Context: an optimization exercise on an open-source flow, tuned for small area, a short achievable clock period and few clock cycles per item. The choices shown serve that exercise and are no tape-out recipe.
Only simulation tests tie the RTL to the original design; equivalence was not proved.
Power figures rest on the tool's default switching activity, not on a simulated workload.

run A:
Design mono_page_framebuffer_draw_core, start of the top module:
module mono_page_framebuffer_draw_core #(
  parameter int SCREEN_WIDTH  = mpfb_pkg::DEF_SCREEN_WIDTH,
  parameter int SCREEN_HEIGHT = 32
) (
  input  logic                            clk,
  input  logic                            rst_n,
  input  logic                            in_valid,
  output logic                            in_ready,
  input  logic [mpfb_pkg::CMD_W-1:0]      in_command,
  input  logic [mpfb_pkg::X_W-1:0]        in_x_a,
  input  logic [mpfb_pkg::Y_W-1:0]        in_y_a,
  input  logic [mpfb_pkg::X_W-1:0]        in_x_b,
  input  logic [mpfb_pkg::Y_W-1:0]        in_y_b,
  input  logic [mpfb_pkg::RECT_W_W-1:0]   in_rect_w,
  input  logic [mpfb_pkg::RECT_H_W-1:0]   in_rect_h,
  input  logic [mpfb_pkg::COLOR_W-1:0]    in_color,
  input  logic [mpfb_pkg::BIDX_W-1:0]     in_byte_index,
  output logic                            out_valid,
  input  logic                            out_ready,
  output logic [mpfb_pkg::DATA_W-1:0]     out_read_data,
  output logic [mpfb_pkg::STATUS_W-1:0]   out_status
);
For scale: ~19000 cells after synthesis, ~4400 flip-flops, roughly 71 I/O pins, roughly 170000 um^2 of cells after synthesis.
Settings: LEC_CHECK=0, CAP_MARGIN=20, CORE_MARGIN=2, CORE_UTILIZATION=50, PLACE_DENSITY=0.62, SETUP_SLACK_MARGIN=5, SLEW_MARGIN=20, BUFFER_PORTS_ARGS=-buffer_cell sky130_fd_sc_hd__buf_4; clock period 8.0 ns.
standard.sh (not shown) runs the stock make flow with config.mk's settings and CLKGATE_MAP_FILE= SYNTH_SCRIPT=/design/flow/synth_recipe.tcl, a recipe that flattens the netlist after the stock synthesis.
==> flow/flow/run.sh <==
#!/bin/bash
# The standard layout (the standard.sh, unchanged synthesis), with the port buffers made
# of buf_4 cells instead of the delay cells buffer_ports picks on its own.
set -o pipefail
cd "$(dirname "$0")/.."
echo 'export BUFFER_PORTS_ARGS = -buffer_cell sky130_fd_sc_hd__buf_4' >> config.mk
export BUFFER_PORTS_ARGS="-buffer_cell sky130_fd_sc_hd__buf_4"
cp standard.sh standard.sh.log.txt 2>/dev/null
bash standard.sh > standard.log 2>&1
Run A completed; timing, DRC and antenna clean
Testbench counts of run A, summed over its fixed seeds: cycles 2,432, items 2,400.
Edits applied to the flow inputs when going from run A to run B:
- an added CTS_CLUSTER_DIAMETER of 60
- an added CTS_CLUSTER_SIZE of 24
Results
- [run B vs run A] multi-input gate share of the layout cell area: higher in run B
- Taking run A as the reference point, the non-clock buffer count of run B rises by about 0.55%.
- Final wirelength: run B vs run A down 3000 um
- On area used by multi-input combinational logic, run A and run B are basically level.
- Run B vs. run A: maximum operating frequency higher; routing usage on met2 roughly the same; worst reg2reg path depth lower.
#### Input delta (run C over run B)
- CTS_CLUSTER_SIZE now 32, was 24
- CTS_CLUSTER_DIAMETER now 70, was 60
Results
No run among run C and run B stopped early or left any final violation; all are clean. Cmp run C vs run B: total power after layout lower in run C. The worst hold slack after final layout of run C and that of run B are within noise of each other. In terms of fraction of met3 tracks used by global routing, run B and run C differ only marginally. Compared with run B, in run C final worst slack down 54 ps; area growth from synthesis to final layout went down.


Setup of before:
Another version of the RTL of mono_page_framebuffer_draw_core (not shown whole).
For scale: ~71 I/O pins, ~170000 sq um of cells after synthesis.
==> flow/config.mk <==
export PLATFORM = sky130hd
export DESIGN_NAME = mono_page_framebuffer_draw_core
export DESIGN_NICKNAME = mono_page_framebuffer_draw_core
export VERILOG_FILES = /design/flow/design.v
export SDC_FILE = /design/flow/constraint.sdc
export NUM_CORES = 4
export LEC_CHECK = 0
export CAP_MARGIN = 20
export CORE_MARGIN = 2
export CORE_UTILIZATION = 50
export PLACE_DENSITY = 0.62
export SETUP_SLACK_MARGIN = 4.5
export SLEW_MARGIN = 20
==> flow/constraint.sdc <==
create_clock -name core_clock -period 8.0 [get_ports {clk}]
set_input_delay 1.6000 -clock core_clock [delete_from_list [all_inputs] [get_ports {clk}]]
set_output_delay 1.6000 -clock core_clock [all_outputs]
set_load 0.01 [all_outputs]
run.sh (not shown) runs the stock make flow with config.mk's settings and CLKGATE_MAP_FILE= SYNTH_SCRIPT=/design/flow/synth_recipe.tcl, a recipe that flattens the netlist after the stock synthesis.
Stock flow here: none of the scripts above is used.
before: no failed stages, no open violations at the end
Testbench counts of before, summed over its fixed seeds: cycles 2,432, items 2,400.
### before -> after
# before
export LEC_CHECK = 0
export CAP_MARGIN = 20
export CORE_MARGIN = 2
export CORE_UTILIZATION = 50
export PLACE_DENSITY = 0.62
export SETUP_SLACK_MARGIN = 4.5
export SLEW_MARGIN = 20
create_clock -name core_clock -period 8.0 [get_ports {clk}]
# after
export LEC_CHECK = 0
export CAP_MARGIN = 20
export CORE_MARGIN = 2
export CORE_UTILIZATION = 50
export CTS_BUF_LIST = sky130_fd_sc_hd__clkbuf_8
export PLACE_DENSITY = 0.62
export SETUP_SLACK_MARGIN = 4.5
export SLEW_MARGIN = 20
create_clock -name core_clock -period 8.0 [get_ports {clk}]
[summary]
| fraction of area in clock buffers and inverters | after vs before | 0.53 points lower |
Going from before to after, wire length grew slightly.
The run showing the smaller worst setup slack is after.
| number of gates resized after CTS | after vs before | 27 higher |
Diff before..after | xor and xnor fraction of the mapped netlist area | unchanged
Delta (after minus before): post-CTS setup-driven buffer insertion count shrank by 1; switching power went up by about 0.56%; count of non-filler cells in the finished layout grew by about 2%.

re-timing with driven ports:
Ports are ideal in the flow. The routed layouts listed here were re-timed in OpenROAD. Step 1 sets driving cells, clkbuf_16 on the clock port and buf_2 on the other inputs (assumed; they add their load-dependent delay and slew). Step 2 times the ports against the registers' clock, not the clock port: input delays grow and output delays shrink by t, the midpoint of the rising clock arrivals with the driver on. Slacks: ideal / step 1 / step 2; pairs: ideal / step 1.
run | shift t [ns] | slack for setup (ns) | worst setup path at the end | worst data-port slew with drivers (ns)
run A | 1.093 | 4.859 / 4.754 / 4.234 | input to register | 0.06
run B | 1.069 | 4.868 / 4.763 / 4.310 | input to register | 0.06
run C | 1.089 | 4.815 / 4.708 / 4.280 | input to register | 0.06
before | 1.084 | 4.590 / 4.560 / 3.582 | input to register | 0.04
after | 1.341 | 4.586 / 4.482 / 3.353 | input to register | 0.04
After both steps every run listed still meets setup and hold. The setup slack of after, which loses most, moves by -0.104 ns with the drivers and by -1.233 ns with both steps.
